From an optimization exercise on the open Yosys and OpenROAD flow, aimed at small area, a short achievable clock period and few clock cycles per item; shortcuts taken in it are not production practice.
In this exercise RTL edits were held to simulation tests only and were not proved equivalent to the original.
Power figures rest on the tool's default switching activity, not on a simulated workload.

[flow/design.v]
package fft8_pkg;
  typedef logic signed [13-1:0] sample_t;
  typedef logic signed [16-1:0] result_t;
  typedef logic signed [8-1:0] twiddle_t;
  typedef logic [3-1:0] index_t;
  typedef enum logic [1:0] {
    IDLE,
    LOAD,
    CALC,
    DRAIN
  } frame_state_e;
  function automatic logic signed [8-1:0] twiddle_re(input logic [1:0] idx);
    case (idx)
      2'd0:    twiddle_re = 8'sd64;
      2'd1:    twiddle_re = 8'sd45;
      2'd2:    twiddle_re = 8'sd0;
      default: twiddle_re = -8'sd45;
    endcase
  endfunction
  function automatic logic signed [8-1:0] twiddle_im(input logic [1:0] idx);
    case (idx)
      2'd0:    twiddle_im = 8'sd0;
      2'd1:    twiddle_im = -8'sd45;
      2'd2:    twiddle_im = -8'sd64;
      default: twiddle_im = -8'sd45;
    endcase
  endfunction
endpackage
`timescale 1ns/1ns
module sample_counter (
  input  logic              clk,
  input  logic              rst_n,
  input  logic              clear,
  input  logic              advance,
  output fft8_pkg::index_t  count,
  output logic              last
);
  always_ff @(posedge clk or negedge rst_n) begin
    if (!rst_n) begin
      count <= '0;
    end else if (clear) begin
      count <= '0;
    end else if (advance) begin
      count <= count + 1'b1;
    end
  end
  assign last = (count == fft8_pkg::index_t'(8 - 1));
endmodule
`timescale 1ns/1ns
module frame_ctrl (
  input  logic clk,
  input  logic rst_n,
  input  logic valid_in,
  input  logic stage_valid,
  input  logic last,
  output logic ready,
  output logic accept,
  output logic count_clear,
  output logic count_advance,
  output logic write_en,
  output logic read_en
);
  fft8_pkg::frame_state_e state_q;
  fft8_pkg::frame_state_e state_d;
  logic         ready_q;
  assign accept = ((state_q == fft8_pkg::IDLE) && ready_q && valid_in) || (state_q == fft8_pkg::LOAD);
  assign count_clear   = (state_q == fft8_pkg::IDLE) && !accept;
  assign count_advance = accept || (state_q == fft8_pkg::DRAIN) || ((state_q == fft8_pkg::CALC) && stage_valid);
  assign write_en      = (state_q == fft8_pkg::CALC) && stage_valid;
  assign read_en       = (state_q == fft8_pkg::DRAIN);
  assign ready = ready_q;
  always_comb begin
    state_d = state_q;
    case (state_q)
      fft8_pkg::IDLE: begin
        if (accept) state_d = fft8_pkg::LOAD;
      end
      fft8_pkg::LOAD: begin
        if (last) state_d = fft8_pkg::CALC;
      end
      fft8_pkg::CALC: begin
        if (stage_valid && last) state_d = fft8_pkg::DRAIN;
      end
      fft8_pkg::DRAIN: begin
        if (last) state_d = fft8_pkg::IDLE;
      end
      default: state_d = fft8_pkg::IDLE;
    endcase
  end
  always_ff @(posedge clk or negedge rst_n) begin
    if (!rst_n) begin
      state_q <= fft8_pkg::IDLE;
      ready_q <= 1'b1;
    end else begin
      state_q <= state_d;
      ready_q <= (state_q == fft8_pkg::IDLE) && !accept;
    end
  end
endmodule
`timescale 1ns/1ns
module sdf_stage #(
  parameter int DEPTH = 4,
  parameter int IN_W  = 13
) (
  input  logic                   clk,
  input  logic                   rst_n,
  input  logic                   valid_in,
  input  logic signed [IN_W-1:0] in_re,
  input  logic signed [IN_W-1:0] in_im,
  output logic                   valid_out,
  output logic signed [IN_W:0]   out_re,
  output logic signed [IN_W:0]   out_im
);
  localparam int OUT_W    = IN_W + 1;
  localparam int CNT_W    = (DEPTH > 1) ? $clog2(DEPTH) : 1;
  localparam int TW_IDX_W = $clog2(8 / 2);
  localparam int TW_STEP  = (8 / 2) / DEPTH;
  localparam int PROD_W   = OUT_W + 8;
  typedef enum logic [1:0] {
    FILL,
    BFLY,
    ROT
  } phase_e;
  phase_e                  phase_q;
  phase_e                  phase_d;
  logic [CNT_W-1:0]        k_q;
  logic [CNT_W-1:0]        k_d;
  logic [CNT_W-1:0]        k_next;
  logic                    half_done;
  logic                    in_valid_q;
  logic signed [IN_W-1:0]  in_re_q;
  logic signed [IN_W-1:0]  in_im_q;
  logic signed [OUT_W-1:0] dl_re [DEPTH];
  logic signed [OUT_W-1:0] dl_im [DEPTH];
  logic signed [OUT_W-1:0] a_re;
  logic signed [OUT_W-1:0] a_im;
  logic signed [OUT_W-1:0] b_re;
  logic signed [OUT_W-1:0] b_im;
  logic signed [OUT_W-1:0] push_re;
  logic signed [OUT_W-1:0] push_im;
  logic                    shift_en;
  logic [TW_IDX_W-1:0]     tw_idx;
  fft8_pkg::twiddle_t                wr;
  fft8_pkg::twiddle_t                wi;
  logic signed [PROD_W-1:0] prod_re;
  logic signed [PROD_W-1:0] prod_im;
  logic signed [OUT_W-1:0] rot_re;
  logic signed [OUT_W-1:0] rot_im;
  logic                    out_valid_d;
  logic signed [OUT_W-1:0] out_re_d;
  logic signed [OUT_W-1:0] out_im_d;
  assign a_re = dl_re[DEPTH-1];
  assign a_im = dl_im[DEPTH-1];
  assign b_re = OUT_W'(in_re_q);
  assign b_im = OUT_W'(in_im_q);
  assign half_done = (k_q == CNT_W'(DEPTH - 1));
  assign k_next    = half_done ? '0 : k_q + 1'b1;
  assign tw_idx  = TW_IDX_W'(int'(k_q) * TW_STEP);
  assign wr      = fft8_pkg::twiddle_re(2'(tw_idx));
  assign wi      = fft8_pkg::twiddle_im(2'(tw_idx));
  assign prod_re = a_re * wr - a_im * wi;
  assign prod_im = a_re * wi + a_im * wr;
  assign rot_re  = OUT_W'(prod_re >>> 6);
  assign rot_im  = OUT_W'(prod_im >>> 6);
  always_comb begin
    phase_d     = phase_q;
    k_d         = k_q;
    shift_en    = 1'b0;
    push_re     = b_re;
    push_im     = b_im;
    out_valid_d = 1'b0;
    out_re_d    = rot_re;
    out_im_d    = rot_im;
    case (phase_q)
      FILL: begin
        if (in_valid_q) begin
          shift_en = 1'b1;
          k_d      = k_next;
          if (half_done) phase_d = BFLY;
        end
      end
      BFLY: begin
        if (in_valid_q) begin
          shift_en    = 1'b1;
          push_re     = a_re - b_re;
          push_im     = a_im - b_im;
          out_valid_d = 1'b1;
          out_re_d    = a_re + b_re;
          out_im_d    = a_im + b_im;
          k_d         = k_next;
          if (half_done) phase_d = ROT;
        end
      end
      ROT: begin
        shift_en    = 1'b1;
        out_valid_d = 1'b1;
        k_d         = k_next;
        if (!in_valid_q) begin
          push_re = '0;
          push_im = '0;
        end
        if (half_done) phase_d = in_valid_q ? BFLY : FILL;
      end
      default: phase_d = FILL;
    endcase
  end
  always_ff @(posedge clk or negedge rst_n) begin
    if (!rst_n) begin
      in_valid_q <= 1'b0;
      phase_q    <= FILL;
      k_q        <= '0;
      valid_out  <= 1'b0;
    end else begin
      in_valid_q <= valid_in;
      phase_q    <= phase_d;
      k_q        <= k_d;
      valid_out  <= out_valid_d;
    end
  end
  always_ff @(posedge clk) begin
    in_re_q <= in_re;
    in_im_q <= in_im;
    out_re  <= out_re_d;
    out_im  <= out_im_d;
    if (shift_en) begin
      dl_re[0] <= push_re;
      dl_im[0] <= push_im;
      for (int i = 1; i < DEPTH; i++) begin
        dl_re[i] <= dl_re[i-1];
        dl_im[i] <= dl_im[i-1];
      end
    end
  end
endmodule
`timescale 1ns/1ns
module reorder_buffer (
  input  logic              clk,
  input  logic              rst_n,
  input  logic              write_en,
  input  logic              read_en,
  input  fft8_pkg::index_t  count,
  input  fft8_pkg::result_t wr_re,
  input  fft8_pkg::result_t wr_im,
  output logic              valid_out,
  output fft8_pkg::result_t rd_re,
  output fft8_pkg::result_t rd_im
);
  fft8_pkg::result_t mem_re [8];
  fft8_pkg::result_t mem_im [8];
  fft8_pkg::index_t  wr_addr;
  assign wr_addr = {count[0], count[1], count[2]};
  always_ff @(posedge clk) begin
    if (write_en) begin
      mem_re[wr_addr] <= wr_re;
      mem_im[wr_addr] <= wr_im;
    end
    if (read_en) begin
      rd_re <= mem_re[count];
      rd_im <= mem_im[count];
    end
  end
  always_ff @(posedge clk or negedge rst_n) begin
    if (!rst_n) begin
      valid_out <= 1'b0;
    end else begin
      valid_out <= read_en;
    end
  end
endmodule
`timescale 1ns/1ns
module fft8_top (
  input  logic              clk,
  input  logic              rst_n,
  input  logic              valid_in,
  input  fft8_pkg::sample_t data_in_re,
  input  fft8_pkg::sample_t data_in_im,
  output logic              ready,
  output logic              valid_out,
  output fft8_pkg::result_t data_out_re,
  output fft8_pkg::result_t data_out_im
);
  logic                     accept;
  logic                     count_clear;
  logic                     count_advance;
  logic                     write_en;
  logic                     read_en;
  logic                     last;
  fft8_pkg::index_t                   count;
  logic                     s1_valid;
  logic signed [13:0]  s1_re;
  logic signed [13:0]  s1_im;
  logic                     s2_valid;
  logic signed [13+1:0] s2_re;
  logic signed [13+1:0] s2_im;
  logic                     s3_valid;
  fft8_pkg::result_t                  s3_re;
  fft8_pkg::result_t                  s3_im;
  frame_ctrl u_ctrl (
    .clk           (clk),
    .rst_n         (rst_n),
    .valid_in      (valid_in),
    .stage_valid   (s3_valid),
    .last          (last),
    .ready         (ready),
    .accept        (accept),
    .count_clear   (count_clear),
    .count_advance (count_advance),
    .write_en      (write_en),
    .read_en       (read_en)
  );
  sample_counter u_counter (
    .clk     (clk),
    .rst_n   (rst_n),
    .clear   (count_clear),
    .advance (count_advance),
    .count   (count),
    .last    (last)
  );
  sdf_stage #(.DEPTH(4), .IN_W(13)) u_stage1 (
    .clk       (clk),
    .rst_n     (rst_n),
    .valid_in  (accept),
    .in_re     (data_in_re),
    .in_im     (data_in_im),
    .valid_out (s1_valid),
    .out_re    (s1_re),
    .out_im    (s1_im)
  );
  sdf_stage #(.DEPTH(2), .IN_W(13 + 1)) u_stage2 (
    .clk       (clk),
    .rst_n     (rst_n),
    .valid_in  (s1_valid),
    .in_re     (s1_re),
    .in_im     (s1_im),
    .valid_out (s2_valid),
    .out_re    (s2_re),
    .out_im    (s2_im)
  );
  sdf_stage #(.DEPTH(1), .IN_W(13 + 2)) u_stage3 (
    .clk       (clk),
    .rst_n     (rst_n),
    .valid_in  (s2_valid),
    .in_re     (s2_re),
    .in_im     (s2_im),
    .valid_out (s3_valid),
    .out_re    (s3_re),
    .out_im    (s3_im)
  );
  reorder_buffer u_reorder (
    .clk       (clk),
    .rst_n     (rst_n),
    .write_en  (write_en),
    .read_en   (read_en),
    .count     (count),
    .wr_re     (s3_re),
    .wr_im     (s3_im),
    .valid_out (valid_out),
    .rd_re     (data_out_re),
    .rd_im     (data_out_im)
  );
endmodule
[flow/run.sh]
#!/bin/bash
# synth_recipe.tcl (not shown) runs the flow's synth.tcl, then flattens the netlist and writes it again
# the make line also repeats each setting of config.mk as NAME=value (left out here)
make -C /OpenROAD-flow-scripts/flow DESIGN_CONFIG=/design/flow/config.mk WORK_HOME=/design/flow/orfs CLKGATE_MAP_FILE= SYNTH_SCRIPT=/design/flow/synth_recipe.tcl finish
[flow/config.mk]
export PLATFORM = sky130hd
export DESIGN_NAME = fft8_top
export DESIGN_NICKNAME = fft8_top
export VERILOG_FILES = /design/flow/design.v
export SDC_FILE = /design/flow/constraint.sdc
export NUM_CORES = 4
export LEC_CHECK = 0
export CAP_MARGIN = 20
export CORE_MARGIN = 2
export CORE_UTILIZATION = 40
export SLEW_MARGIN = 20
[flow/constraint.sdc]
create_clock -name core_clock -period 8.0 [get_ports {clk}]
set_input_delay 1.6000 -clock core_clock [delete_from_list [all_inputs] [get_ports {clk}]]
set_output_delay 1.6000 -clock core_clock [all_outputs]
set_load 0.01 [all_outputs]
==> summary.txt <==
## worst min path at each step
| stage | start | slack, ns | cells after the start | to |
|---|---|---|---|---|
| global route | u_stage2.out_im[7]$_DFF_P_ | 0.33 | 0 | u_stage3.in_im_q[7]$_DFF_P_ |
| CTS | u_stage1.out_re[1]$_DFF_P_ | 0.32 | 0 | u_stage2.in_re_q[1]$_DFF_P_ |
| global placement | u_stage2.out_re[7]$_DFF_P_ | 0.31 | 0 | u_stage3.in_re_q[7]$_DFF_P_ |
| finish | u_stage2.out_re[4]$_DFF_P_ | 0.32 | 0 | u_stage3.in_re_q[4]$_DFF_P_ |
| floorplan | u_stage1.out_im[0]$_DFF_P_ | 0.31 | 0 | u_stage2.in_im_q[0]$_DFF_P_ |
| detailed placement | u_stage2.out_re[3]$_DFF_P_ | 0.31 | 0 | u_stage3.in_re_q[3]$_DFF_P_ |
## sequential cells by signal (all words and copies together) (netlist names), 30 cells and up
signal	cells
u_stage2.dl_im	30
u_reorder.mem_re	128
u_stage1.dl_re	56
u_stage2.dl_re	30
u_reorder.mem_im	128
u_stage1.dl_im	56
## layout make-up
| cell class | instances | share of cell area, % |
|---|---|---|
| multi-input combinational | 2633 | 47.66 |
| clock buffer | 107 | 4.315 |
| sequential | 688 | 36.84 |
| tap | 1512 | 3.705 |
| clock inverter | 37 | 0.8134 |
| timing repair buffer | 101 | 1.793 |
| antenna | 1 | 0.004900 |
| inverter | 662 | 4.866 |
## synthesized netlist by cell type, types with 7 or more instances
| master | number | share of area (%) |
|---|---|---|
| mux4_2 | 64 | 3.1 |
| or3_1 | 29 | 0.39 |
| o21a_1 | 24 | 0.39 |
| inv_1 | 660 | 5.4 |
| o31ai_1 | 19 | 0.31 |
| mux2i_1 | 19 | 0.41 |
| nand2_1 | 353 | 2.9 |
| nand3_1 | 25 | 0.27 |
| and3_1 | 24 | 0.33 |
| o21bai_1 | 23 | 0.37 |
| xnor2_1 | 167 | 3.2 |
| xor2_1 | 67 | 1.3 |
| nor2b_1 | 113 | 1.5 |
| nor3_1 | 50 | 0.54 |
| buf_1 | 14 | 0.11 |
| a21oi_1 | 161 | 1.7 |
| o211ai_1 | 20 | 0.33 |
| buf_2 | 7 | 0.076 |
| o21ai_0 | 199 | 2.2 |
| a31o_2 | 7 | 0.13 |
| edfxtp_1 | 492 | 32 |
| or2_2 | 12 | 0.16 |
| dfxtp_1 | 174 | 7.6 |
| clkbuf_1 | 107 | 0.87 |
| a21o_1 | 27 | 0.44 |
| fa_1 | 326 | 14 |
| nor2_1 | 176 | 1.4 |
| dfrtp_1 | 21 | 1.1 |
| nand2b_1 | 57 | 0.77 |
| a31oi_1 | 11 | 0.15 |
| ha_1 | 474 | 13 |
| a211oi_1 | 9 | 0.15 |
| and2_1 | 56 | 0.76 |
## cell families (layout without fill, tap and decap cells)
group | after synthesis | in the layout
buf+inv | 794 | 907
xor+xnor | 235 | 235
other cells | 2 | 7
mux | 84 | 84
simple gates | 920 | 920
compound gates | 587 | 587
flops | 688 | 688
fa+ha+maj | 801 | 801
## power breakdown
group,leakage (nW),switching [mW],internal [mW],total [mW]
sequential,6.17,0.0123,3.79,3.80
combinational,15.0,0.112,0.0836,0.195
clock,1.28,1.48,2.09,3.57
total,22.4,1.61,5.96,7.57
## metal layers
metal	track usage, %	vias to the layer above	routed length, µm	share of wire, %
met5	0	-	0	0
li1	-	13810	-	-
met1	22.75	14091	45270	45
met4	4.667	0	2383	2.4
met3	2.387	137	3395	3.4
met2	31.19	444	50220	50
## through the flow
step           instances  setup slack, ns
2_1_floorplan       4115            1.181
3_3_place_gp        5595            1.062
3_5_place_dp        5595            1.012
4_1_cts             5739            1.011
5_1_grt             5740           0.7153
6_report            5741            1.022
## critical path, cell delays in order (launching register included)
cell      delay (ns)
dfrtp_1         0.44
inv_1           0.22
ha_2            0.70
nor2b_1         0.11
ha_1            0.34
fa_1            0.51
fa_1            0.54
inv_1           0.05
fa_1            0.53
inv_1           0.05
fa_1            0.53
inv_1           0.06
fa_1            0.47
ha_1            0.35
o21a_1          0.21
o21a_1          0.17
o21ai_0         0.33
nor2_1          0.12
a2111o_1        0.48
nand2_1         0.14
o211ai_2        0.14
a21oi_2         0.17
xnor2_1         0.12
mux2i_1         0.08
==> results.py <==
metrics = {
    "run_status": {
        "outcome": "complete, no violations",
    },
    "hold_path": {
        "hold_class": "reg2reg",
    },
    "worst_setup_path": {
        "r2r_slack_ns": 1.02,
        "r2r_cells": 23,
        "setup.worst_path.end_class": "flip-flop",
        "crit_start": "u_stage1.k_q[0]$_DFFE_PN0P_",
        "path_class": "reg2reg",
        "timing.critical_path.to": "u_stage1.out_re[13]$_DFF_P_",
        "cp.arrival_ns": 7.51,
        "regToRegStartpoint": "u_stage1.k_q[0]$_DFFE_PN0P_",
        "crit_fanout": 31,
        "rr_endpoint": "u_stage1.out_re[13]$_DFF_P_",
        "startpoint_type": "flip-flop",
        "cp_data_required_time_ns": 8.53,
    },
    "floorplan": {
        "die_x_um": 343.4,
        "dieArea_um2": 118000,
        "core_area_um2": 114300,
        "rows": 124,
        "dieHeight_um": 343.4,
        "pin_count": 63,
        "initial_utilization_pct": 40.31,
    },
    "power_and_ir_drop": {
        "leakage_nw": 22.43,
        "power_mw": 7.566,
        "ir_drop_mv": 0.1592,
        "p_per_area_nw_per_um2": 148.2,
    },
    "yosys": {
        "synth-compound-area-share_pct": 8.055,
        "synth_warnings": 12,
        "synthCells": 4111,
        "synth_seq_cells": 688,
        "synth.distinct_cells": 87,
        "synth-simple-area-share_pct": 9.488,
        "avgSynthCellArea_um2": 11.21,
        "muxShareOfSynthArea_pct": 3.565,
        "synthXorXnorAreaFrac_pct": 4.496,
        "synthArstFlopShare_pct": 3.198,
        "synth_ff_type": "edfxtp_1",
        "synth_top_family_by_area": "adder cells",
        "synth.cell_area_um2": 46090,
        "yosysSeqAreaShare_pct": 40.81,
        "synth_edf_count": 492,
        "synthAdderAreaFrac_pct": 27.05,
    },
    "route": {
        "ant_nets": 0,
        "firstDrtPassIters": 5,
        "vias": 28482,
        "routed_wl_um": 101300,
        "dr.first_iter.drc_count": 1565,
        "via_per_inst": 4.961,
        "detail_route.wl_per_cell_um": 17.64,
        "drcViolationCount": 0,
    },
    "cells_and_area": {
        "multi_input_area_um2": 24340,
        "nets": 4992,
        "final_cell_mix": "660 x inv_1, 492 x edfxtp_1, 471 x ha_1",
        "final_common_cell": "inv_1",
        "synthToLayoutAreaGrowth_pct": 10.80,
        "stdcell_area_um2": 51070,
        "fill_cells": 10563,
        "drive_above_1_share_pct": 6.693,
        "seqCellArea_um2": 18820,
        "fin_util_pct": 44.66,
    },
    "clock_tree": {
        "cts_max_path_buffers": 3,
        "clk_pin_slew_worst_paths_ns": 0.07,
        "clk_latency_ns": 0.65,
        "numCtsBuffers": 77,
        "post_cts_resized": 0,
        "htreeDepth": 3,
        "cts_tree": "done",
        "post_cts.repair.setup_buffers": 0,
        "holdBufCountCts": 0,
        "cts_root_buf": "clkbuf_16",
        "cts.sinks": 688,
    },
    "sta": {
        "min_period_ns": 6.978,
        "post-route-period-util_pct": 87.23,
        "finalHoldViolCount": 0,
        "drv_slew": 0,
        "rsz0062_at_grt": "false",
        "clock_skew_ns": 0.03559,
        "hold_slack_ns": 0.3240,
        "tightest_slew_ns": 1.051,
        "fin_tns_setup_ns": 0,
        "setup_violations": 0,
        "fmax_mhz": 143.3,
        "slew_headroom_pct": 29.71,
    },
    "placement": {
        "dpl-instance-area_um2": 48430,
        "portBuffers": 62,
        "hpwl_um": 76420,
        "place.gp.congestion": 0.8681,
    },
    "global_routing": {
        "grt_pass1_wl_um": 163800,
        "grt_usage_pct": 17.66,
        "grt_max_degree": 75,
        "grt-ovfl-total": 0,
        "grt_pass1_vias": 29916,
        "grt_antenna_before_repair": 1,
    },
    "flow_run": {
        "max_cap_viol_count": 0,
    },
}
Testbench counts, summed over its fixed seeds: cycles 15,352, frames 512.

==> afterwards: timing with drivers on the ports <==
The flow's constraints put no driver on any port. The routed layout listed below was extracted and timed again, unchanged, in two steps.
Step 1 assumes that a clkbuf_16 drives the clock port and a buf_2 every other input.
Step 2 adds t to the input delays and takes it off the output delays; t is the mean of the earliest and latest rising clock arrival at the registers after step 1. Input paths then give back, and output paths get back, about the clock's delay inside the block.
Slacks: no drivers / after step 1 / after step 2; pairs: no drivers / after step 1.
t (ns): 0.707
setup WS [ns]: 1.022 / 1.022 / 1.022
hold slack, ns: 0.324 / 0.324 / 0.324
worst setup path after step 2: register to register
slew at the worst register clock pin (ns): 0.07 / 0.07
After both steps this run still meets setup and hold. The setup slack of this run moves by 0.000 ns with the drivers and by 0.000 ns with both steps.
